From an optimization exercise on the open Yosys and OpenROAD flow, aimed at a short achievable clock period and few clock cycles per item; shortcuts taken in it are not production practice. Where RTL was checked, it was by simulation tests only, not by an equivalence proof against the original. Power is estimated from default activity; no workload was simulated.

## the baseline
Design cpu16_backend, start of the top module:
module cpu16_backend
(
    input  logic    clk,
    input  logic    reset,
    input  logic    in_valid,
    output logic    in_ready,
    input  logic [15:0] in_instr,
    output logic    retire_valid,
    input  logic    retire_ready,
    output logic [32:0]  retire,
    output logic [REGVAL_W-1:0] regval
);
    logic [3:0]       s_v;
    logic [3:0][15:0] s_ins;
    logic [3:0][7:0]  s_op;
    logic [3:0][3:0]  s_a;
    logic [3:0][3:0]  s_b;
    logic [3:0]       s_cin;
    logic [3:0][3:0]  s_sh;       
    logic [3:0][3:0]  s_spill;    
    logic [3:0]       alow1;      
    logic [7:0]       alow2;
    logic [3:0]       pres1;      
    logic [7:0]       pres2;
    logic [11:0]      pres3;
    logic [3:0]       ldlo1;      
    logic [2:0]       ldk1;       
    logic             hit2;       
    logic             hit3;
    logic [3:0]       wb;
    logic [3:0]       isld;
    logic [3:0][3:0]  res;
    logic [3:0]       cout;
    logic             ld_late;    
    logic [3:0]       a1p;        
    logic [3:0]       ld_r0;      
    logic [7:0][3:0]  sr0, sr1, sr2, sr3;
    logic             r_v;        
    logic [15:0]      r_ins;
    logic [15:0]      r_res;
    logic [7:0]       r_we;       
    always_comb begin
        for (int k = 0; k < 4; k++) begin
            wb[k]   = s_v[k] && !s_ins[k][15];
            isld[k] = s_op[k][7];
        end
    end
    logic [4:0]  lo4;
    logic        imm4;
    logic        hit1;
    logic [15:0] ldw;
    assign lo4  = {1'b0, s_a[0]} + {1'b0, s_ins[0][3:0]};
    assign imm4 = s_ins[0][4];
    assign hit1 = (s_a[1] == 4'h0 && ldk1[0])
               || (s_a[1] == 4'hf && ldk1[1])
               || (s_a[1] == 4'he && ldk1[2]);
    data_mem u_mem (
        .addr  ({hit1 ? 4'h0 : 4'hf, ldlo1}),
        .rdata (ldw)
    );
    alu_slice u_s0 (
        .op (s_op[0]), .a (s_a[0]), .b (s_b[0]), .cin (s_cin[0]),
        .sh (s_b[0]), .spill (4'h0), .imm (s_ins[0][3:0]), .ld (ld_r0),
        .res (res[0]), .cout (cout[0])
  ...
Size in the first run: roughly 2900 cells after synthesis, roughly 820 flip-flops, ~180 I/O pins, roughly 34000 sq um of cells after synthesis.
Settings: LEC_CHECK=0, ABC_CLOCK_PERIOD_IN_PS=1000, CAP_MARGIN=20, CORE_MARGIN=2, CORE_UTILIZATION=30, PLACE_DENSITY=0.5, SETUP_SLACK_MARGIN=3.2, SLEW_MARGIN=20, TNS_END_PERCENT=100; clock period 5.0 ns.
standard.sh (not shown) runs the stock make flow with config.mk's settings and CLKGATE_MAP_FILE= SYNTH_SCRIPT=/design/flow/synth_recipe.tcl, a recipe that flattens the netlist after the stock synthesis.
==> flow/flow/run.sh <==
#!/bin/bash
# The standard layout, except that synthesis leaves adders to ABC instead of
# mapping them onto the library's half- and full-adder cells, and the slow
# majority cell is kept out of the netlist.
set -euo pipefail
PLAT=$(sed -n '/^export DONT_USE_CELLS +=/,/[^\\]$/p' "$FLOW_HOME/platforms/sky130hd/config.mk" | sed -e 's/export DONT_USE_CELLS +=//' -e 's/\\//g' | tr -s ' \n' ' ')
SLOW="sky130_fd_sc_hd__maj3_*"
echo "DONT_USE_CELLS=$PLAT $SLOW" > dont_use.txt
bash standard.sh ADDER_MAP_FILE= "DONT_USE_CELLS=$PLAT $SLOW" finish > flow.log 2>&1
> inputs changed (the baseline -> the candidate)
diff --git a/flow/design.v b/flow/design.v
--- a/flow/design.v
+++ b/flow/design.v
@@ -108,15 +108,15 @@
                || (s_a[1] == 4'he && ldk1[2]);
     data_mem u_mem (
         .addr  ({hit1 ? 4'h0 : 4'hf, ldlo1}),
         .rdata (ldw)
     );
     alu_slice u_s0 (
         .op (s_op[0]), .a (s_a[0]), .b (s_b[0]), .cin (s_cin[0]),
-        .sh (s_b[0]), .spill (4'h0), .imm (s_ins[0][3:0]), .ld (ld_r0),
+        .sh (s_b[0]), .spill (4'h0), .imm (s_ins[0][3:0]), .ld (4'h0),
         .res (res[0]), .cout (cout[0])
     );
     alu_slice u_s1 (
         .op (s_op[1]), .a (s_a[1]), .b (s_b[1]), .cin (s_cin[1]),
         .sh (s_sh[1]), .spill (s_spill[1]), .imm (s_ins[1][7:4]), .ld (ldw[7:4]),
         .res (res[1]), .cout (cout[1])
     );
@@ -166,33 +166,34 @@
     assign m1a  = wb[0] && s_ins[0][10:8] == in_instr[7:5];
     assign m1b  = wb[0] && s_ins[0][10:8] == in_instr[4:2];
     assign m2a  = wb[1] && s_ins[1][10:8] == in_instr[7:5];
     assign m2b  = wb[1] && s_ins[1][10:8] == in_instr[4:2];
     assign m2wa = wb[1] && s_ins[1][10:8] == w_instr[7:5];
     assign m2wb = wb[1] && s_ins[1][10:8] == w_instr[4:2];
     logic [3:0] a1i, a1w;
-    logic       l1i, l1w;
-    assign a1i = (wb[2] && s_ins[2][10:8] == in_instr[7:5]) ? pres2[7:4]
+    assign a1i = (wb[1] && s_ins[1][10:8] == in_instr[7:5]) ? res[1]
+               : (wb[2] && s_ins[2][10:8] == in_instr[7:5]) ? pres2[7:4]
                : sr1[in_instr[7:5]];
-    assign a1w = (wb[2] && s_ins[2][10:8] == w_instr[7:5]) ? pres2[7:4]
+    assign a1w = (wb[1] && s_ins[1][10:8] == w_instr[7:5]) ? res[1]
+               : (wb[2] && s_ins[2][10:8] == w_instr[7:5]) ? pres2[7:4]
                : sr1[w_instr[7:5]];
-    assign l1i = m1a || (wb[1] && s_ins[1][10:8] == in_instr[7:5]);
-    assign l1w = wb[1] && s_ins[1][10:8] == w_instr[7:5];
-    assign ia  = m1a ? res[0] : m2a ? v0_s1 : sr0[in_instr[7:5]];
-    assign ib  = m1b ? res[0] : m2b ? v0_s1 : sr0[in_instr[4:2]];
+    logic [3:0] f0;
+    assign f0  = isld[0] ? ld_r0 : res[0];
+    assign ia  = m1a ? f0 : m2a ? v0_s1 : sr0[in_instr[7:5]];
+    assign ib  = m1b ? f0 : m2b ? v0_s1 : sr0[in_instr[4:2]];
     assign wa  = m2wa ? v0_s1 : sr0[w_instr[7:5]];
     assign wb0 = m2wb ? v0_s1 : sr0[w_instr[4:2]];
     always_ff @(posedge clk) begin
         s_ins[0] <= x;
         s_op[0]  <= x1h;
         s_cin[0] <= xop == 4'd1;
         s_a[0]   <= w_v ? wa : ia;
         s_b[0]   <= w_v ? wb0 : ib;
         a1p      <= w_v ? a1w : a1i;
-        ld_late  <= w_v ? l1w : l1i;
+        ld_late  <= !w_v && m1a;
         w_instr  <= in_instr;
     end
     logic [3:0] wb_n;
     logic [3:0][2:0] rd_n;
     logic [3:0][3:0] v_n;
     logic [3:1] mka, mkb, nka, nkb;
     assign wb_n = {r_v && !r_ins[15], wb[3:1]};
==> comparison <==
- The candidate: PASS, flow complete, no timing, DRC or antenna violations
- Summary of the comparison: layout-stage area growth over the synthesis result is higher in the candidate, relative to the baseline.
- Synthesized area delta (the candidate -> the baseline): insignificant
- The baseline consumes more power than the candidate.
- Fmax (lower): the candidate
- Reported for the candidate and the baseline, number of ports placed on the die boundary turned out identical to the last digit.
- Going from the baseline to the candidate, worst hold slack after final layout roughly the same, detailed-router iteration count before antenna repair has increased, count of cell instances traversed by the critical path now sits higher, utilization has increased.
- In the reports for the candidate and the baseline, the larger global-route usage belongs to the candidate.
- When the final numbers for the candidate and the baseline were put side by side, the final worst-path cycle share turned out to be greater in the candidate.
- Number of distinct library cells after synthesis of the candidate exceeds that of the baseline by more than 10%.
- The internal reg-to-reg setup slack in the candidate sits 0.19 ns below the value recorded for the baseline.
No functional check of the RTL was part of any run of this note.

---

cpu16_backend, a different RTL version from the one above (not shown whole).
Size: about 180 I/O pins.
Settings: LEC_CHECK=0, ABC_CLOCK_PERIOD_IN_PS=1000, CAP_MARGIN=20, CORE_MARGIN=2, CORE_UTILIZATION=30, PLACE_DENSITY=0.5, SETUP_SLACK_MARGIN=3.2, SLEW_MARGIN=20, TNS_END_PERCENT=100; clock period 5.0 ns.
==> flow/flow/run.sh <==
#!/bin/bash
# The standard layout, except that synthesis leaves adders to ABC instead of
# mapping them onto the library's half- and full-adder cells.
set -euo pipefail
bash standard.sh ADDER_MAP_FILE= finish > flow.log 2>&1
Testbench counts at the start, summed over its fixed seeds: cycles 3,327, instructions 3,200.
Change:
--- a/flow/design.v
+++ b/flow/design.v
@@ -69,47 +69,46 @@
     logic [3:0][3:0]  s_b;
     logic [3:0]       s_cin;
     logic [3:0][3:0]  s_sh;       
     logic [3:0][3:0]  s_spill;    
     logic [3:0]       alow1;      
     logic [7:0]       alow2;
     logic [3:0]       pres1;      
     logic [7:0]       pres2;
     logic [11:0]      pres3;
     logic [3:0]       ldlo1;      
-    logic [2:0]       ldk1;       
+    logic             ldc1;
     logic             hit2;       
     logic             hit3;
     logic [3:0]       wb;
     logic [3:0]       isld;
     logic [3:0][3:0]  res;
     logic [3:0]       cout;
     logic [7:0][3:0]  sr0, sr1, sr2, sr3;
     logic             r_v;        
     logic [15:0]      r_ins;
     logic [15:0]      r_res;
-    logic [7:0]       r_we;       
     always_comb begin
         for (int k = 0; k < 4; k++) begin
             wb[k]   = s_v[k] && !s_ins[k][15];
             isld[k] = s_op[k][7];
         end
     end
     logic [4:0]  lo4;
     logic        imm4;
     logic        hit1;
     logic [15:0] ldw;
     assign lo4  = {1'b0, s_a[0]} + {1'b0, s_ins[0][3:0]};
-    assign imm4 = s_ins[0][4];
-    assign hit1 = (s_a[1] == 4'h0 && ldk1[0])
-               || (s_a[1] == 4'hf && ldk1[1])
-               || (s_a[1] == 4'he && ldk1[2]);
+    assign imm4 = s_ins[1][4];
+    assign hit1 = (s_a[1] == 4'h0 && !imm4 && !ldc1)
+               || (s_a[1] == 4'hf && (imm4 ^ ldc1))
+               || (s_a[1] == 4'he && imm4 && ldc1);
     data_mem u_mem (
         .addr  ({hit1 ? 4'h0 : 4'hf, ldlo1}),
         .rdata (ldw)
     );
     alu_slice u_s0 (
         .op (s_op[0]), .a (s_a[0]), .b (s_b[0]), .cin (s_cin[0]),
         .sh (s_b[0]), .spill (4'h0), .imm (s_ins[0][3:0]), .ld (4'h0),
         .res (res[0]), .cout (cout[0])
     );
     alu_slice u_s1 (
@@ -216,21 +215,21 @@
         s_sh[3] <= s_sh[2];
         s_spill[1] <= spill_1[7:4];
         s_spill[2] <= spill_2[11:8];
         s_spill[3] <= spill_3[15:12];
         alow1 <= s_a[0];
         alow2 <= {s_a[1], alow1};
         pres1 <= res[0];
         pres2 <= {res[1], v0_s1};
         pres3 <= {res[2], pres2};
         ldlo1 <= lo4[3:0];
-        ldk1  <= {imm4 && lo4[4], imm4 ^ lo4[4], !imm4 && !lo4[4]};
+        ldc1  <= lo4[4];
         hit2  <= ldw[12];
         hit3  <= hit2;
     end
     always_ff @(posedge clk) begin
         for (int i = 0; i < NUM_REGS; i++) begin
             if (reset) begin
                 sr0[i] <= '0;
                 sr1[i] <= '0;
                 sr2[i] <= '0;
                 sr3[i] <= '0;
@@ -242,27 +241,24 @@
                 if (wb_n[2] && rd_n[2] == 3'(i))
                     sr2[i] <= v_n[2];
                 if (wb_n[3] && rd_n[3] == 3'(i))
                     sr3[i] <= v_n[3];
             end
         end
     end
     always_ff @(posedge clk) begin
         r_ins <= s_ins[3];
         r_res <= {res[3], pres3};
-        for (int i = 0; i < NUM_REGS; i++)
-            r_we[i] <= !reset && wb[3] && s_ins[3][10:8] == 3'(i);
     end
     logic [CAP-1:0][15:0] q_instr;
     logic [CAP-1:0]       q_wr;
     logic [CAP-1:0][15:0] q_res;
-    logic [CAP-1:0][7:0]  q_we;
     logic [CAP-1:0]       qv_r;
     logic [CAP:0]         qv;
     logic                 pop;
     logic                 push;
     logic                 keep0;
     logic [15:0]          h_instr;
     logic                 h_wr;
     logic [15:0]          h_res;
     logic                 h_v;
     logic [NUM_REGS-1:0][15:0] vr;
@@ -275,42 +271,43 @@
     assign h_instr = qv[1] ? q_instr[1] : r_ins;
     assign h_wr    = qv[1] ? q_wr[1]    : !r_ins[15];
     assign h_res   = qv[1] ? q_res[1]   : r_res;
     always_ff @(posedge clk) begin
         for (int k = 1; k < CAP; k++) begin
             if (!(qv[k] && !pop)) begin
                 if (k + 1 < CAP && qv[k+1]) begin
                     q_instr[k] <= q_instr[k+1];
                     q_wr[k]    <= q_wr[k+1];
                     q_res[k]   <= q_res[k+1];
-                    q_we[k]    <= q_we[k+1];
                 end else begin
                     q_instr[k] <= r_ins;
                     q_wr[k]    <= !r_ins[15];
                     q_res[k]   <= r_res;
-                    q_we[k]    <= r_we;
                 end
             end
         end
     end
     always_ff @(posedge clk) begin
         if (reset) begin
             q_instr[0] <= '0;
             q_wr[0]    <= 1'b0;
             q_res[0]   <= '0;
         end else if (!keep0) begin
             q_instr[0] <= h_instr;
             q_wr[0]    <= h_wr;
             q_res[0]   <= h_res;
         end
     end
-    assign vr_we = {NUM_REGS{!keep0}} & (qv[1] ? q_we[1] : r_we);
+    always_comb begin
+        for (int i = 0; i < NUM_REGS; i++)
+            vr_we[i] = !keep0 && h_v && h_wr && h_instr[10:8] == 3'(i);
+    end
     always_ff @(posedge clk) begin
         for (int i = 0; i < NUM_REGS; i++) begin
             if (reset)
                 vr[i] <= '0;
             else if (vr_we[i])
                 vr[i] <= h_res;
         end
     end
     logic [CAP-1:0] fl;
     logic [CAP:0]   fl_up;
=> Cell count falls by 2.9%; routed wire length is about the same; setup slack loses 0.022 ns; sequential cell count falls by 58; clock-buffer cell count came out lower by 1.
For the second run of this note, only the layout was checked, not whether the RTL still works.

---

Setup of S:
cpu16_backend, a different RTL version from the one above (not shown whole).
Size: roughly 2,800 cells after synthesis, about 810 flip-flops, ~180 I/O pins, ~0.033 sq mm of cells after synthesis.
export LEC_CHECK = 0
export ABC_CLOCK_PERIOD_IN_PS = 1000
export CAP_MARGIN = 20
export CORE_MARGIN = 2
export CORE_UTILIZATION = 30
export PLACE_DENSITY = 0.5
export SETUP_SLACK_MARGIN = 3.2
export SLEW_MARGIN = 20
export TNS_END_PERCENT = 100
create_clock -name core_clock -period 5.0 [get_ports {clk}]
Scripts as last shown in full above: flow/flow/run.sh
The following lists how P was set up differently from S:
--- a/flow/design.v
+++ b/flow/design.v
@@ -81,12 +81,13 @@
     logic             hit3;
     logic [3:0]       wb;
     logic [3:0]       isld;
     logic [3:0][3:0]  res;
     logic [3:0]       cout;
     logic             ld_late;    
+    logic [3:0]       a1p;        
     logic [3:0]       ld_r0;      
     logic [7:0][3:0]  sr0, sr1, sr2, sr3;
     logic             r_v;        
     logic [15:0]      r_ins;
     logic [15:0]      r_res;
     logic [7:0]       r_we;       
@@ -165,22 +166,31 @@
     assign m1a  = wb[0] && s_ins[0][10:8] == in_instr[7:5];
     assign m1b  = wb[0] && s_ins[0][10:8] == in_instr[4:2];
     assign m2a  = wb[1] && s_ins[1][10:8] == in_instr[7:5];
     assign m2b  = wb[1] && s_ins[1][10:8] == in_instr[4:2];
     assign m2wa = wb[1] && s_ins[1][10:8] == w_instr[7:5];
     assign m2wb = wb[1] && s_ins[1][10:8] == w_instr[4:2];
+    logic [3:0] a1i, a1w;
+    assign a1i = (wb[1] && s_ins[1][10:8] == in_instr[7:5]) ? res[1]
+               : (wb[2] && s_ins[2][10:8] == in_instr[7:5]) ? pres2[7:4]
+               : sr1[in_instr[7:5]];
+    assign a1w = (wb[1] && s_ins[1][10:8] == w_instr[7:5]) ? res[1]
+               : (wb[2] && s_ins[2][10:8] == w_instr[7:5]) ? pres2[7:4]
+               : sr1[w_instr[7:5]];
     assign ia  = m1a ? res[0] : m2a ? v0_s1 : sr0[in_instr[7:5]];
     assign ib  = m1b ? res[0] : m2b ? v0_s1 : sr0[in_instr[4:2]];
     assign wa  = m2wa ? v0_s1 : sr0[w_instr[7:5]];
     assign wb0 = m2wb ? v0_s1 : sr0[w_instr[4:2]];
     always_ff @(posedge clk) begin
         s_ins[0] <= x;
         s_op[0]  <= x1h;
         s_cin[0] <= xop == 4'd1;
         s_a[0]   <= w_v ? wa : ia;
         s_b[0]   <= w_v ? wb0 : ib;
+        a1p      <= w_v ? a1w : a1i;
+        ld_late  <= !w_v && m1a;
         w_instr  <= in_instr;
     end
     logic [3:0] wb_n;
     logic [3:0][2:0] rd_n;
     logic [3:0][3:0] v_n;
     logic [3:1] mka, mkb, nka, nkb;
@@ -192,19 +202,16 @@
             mka[k] = wb[k] && s_ins[k][10:8] == s_ins[k-1][7:5];
             mkb[k] = wb[k] && s_ins[k][10:8] == s_ins[k-1][4:2];
             nka[k] = wb_n[k] && rd_n[k] == s_ins[k-1][7:5];
             nkb[k] = wb_n[k] && rd_n[k] == s_ins[k-1][4:2];
         end
     end
-    logic [3:0] a1_old;
     logic       hit0;
-    assign ld_late = mka[1];
-    assign a1_old  = nka[1] ? v_n[1] : sr1[s_ins[0][7:5]];
-    assign hit0    = (a1_old == 4'h0 && !imm4 && !lo4[4])
-                  || (a1_old == 4'hf && (imm4 ^ lo4[4]))
-                  || (a1_old == 4'he && imm4 && lo4[4]);
+    assign hit0    = (a1p == 4'h0 && !imm4 && !lo4[4])
+                  || (a1p == 4'hf && (imm4 ^ lo4[4]))
+                  || (a1p == 4'he && imm4 && lo4[4]);
     assign ld_r0   = hit0 ? lo4[3:0] : 4'h0;
     logic [15:0] spill_1;
     logic [15:0] spill_2;
     logic [15:0] spill_3;
     assign spill_1 = {12'h000, s_a[0]} << s_b[0];
     assign spill_2 = {8'h00, s_a[1], alow1} << s_sh[1];
@@ -212,13 +219,13 @@
     always_ff @(posedge clk) begin
         for (int k = 1; k < 4; k++) begin
             s_ins[k] <= s_ins[k-1];
             s_op[k]  <= s_op[k-1];
             s_cin[k] <= cout[k-1];
         end
-        s_a[1] <= mka[1] ? res[1] : a1_old;
+        s_a[1] <= mka[1] ? res[1] : nka[1] ? v_n[1] : sr1[s_ins[0][7:5]];
         s_b[1] <= mkb[1] ? res[1] : nkb[1] ? v_n[1] : sr1[s_ins[0][4:2]];
         s_a[2] <= mka[2] ? res[2] : nka[2] ? v_n[2] : sr2[s_ins[1][7:5]];
         s_b[2] <= mkb[2] ? res[2] : nkb[2] ? v_n[2] : sr2[s_ins[1][4:2]];
         s_a[3] <= mka[3] ? res[3] : nka[3] ? v_n[3] : sr3[s_ins[2][7:5]];
         s_b[3] <= mkb[3] ? res[3] : nkb[3] ? v_n[3] : sr3[s_ins[2][4:2]];
         s_sh[1] <= s_b[0];
[summary]
P reports a higher static leakage power than S does.
Looking only at first-pass GRT wire length, and setting everything else aside, the higher value of S and P goes to P.
Internal power component: P < S
Adder and majority cell fraction of the synthesized area: P vs S, no meaningful difference
Between S and P, the flow reports worst IR drop on VDD decreasing by a few percent.
Testbench counts of P, summed over its fixed seeds: cycles 3,258, instructions 3,200.
Function not checked in S: the RTL went through the layout flow alone.

## what the ideal ports hide
How much do the figures lean on ideal ports? The routed layouts below were timed once more, with nothing changed but the port constraints. Step 1, drivers: a clkbuf_16 drives clk and a buf_2 each remaining input, both assumed. Step 2, shift: input delay + t, output delay - t, t = (earliest + latest rising clock arrival at the registers) / 2. This alone moves slack from input paths to output paths. Three values: ideal, step 1, step 2; two values: the first two.
| run | t, ns | setup WS [ns] | worst register clock-pin slew, ns |
|---|---|---|---|
| the baseline | 0.713 | 2.853 / 2.790 / 2.351 | 0.07 / 0.07 |
| the candidate | 0.716 | 2.707 / 2.707 / 2.197 | 0.06 / 0.06 |
| the first run of note 2 | 0.706 | 2.874 / 2.809 / 2.408 | 0.07 / 0.07 |
| the second run of note 2 | 0.706 | 2.853 / 2.784 / 2.243 | 0.07 / 0.07 |
| S | 0.717 | 2.684 / 2.684 / 2.395 | 0.06 / 0.06 |
| P | 0.704 | 2.781 / 2.781 / 2.375 | 0.06 / 0.06 |
After both steps setup and hold are still met in every run listed. For the second run of note 2, which loses most, drivers alone change the setup slack by -0.069 ns; drivers and shift together by -0.610 ns.
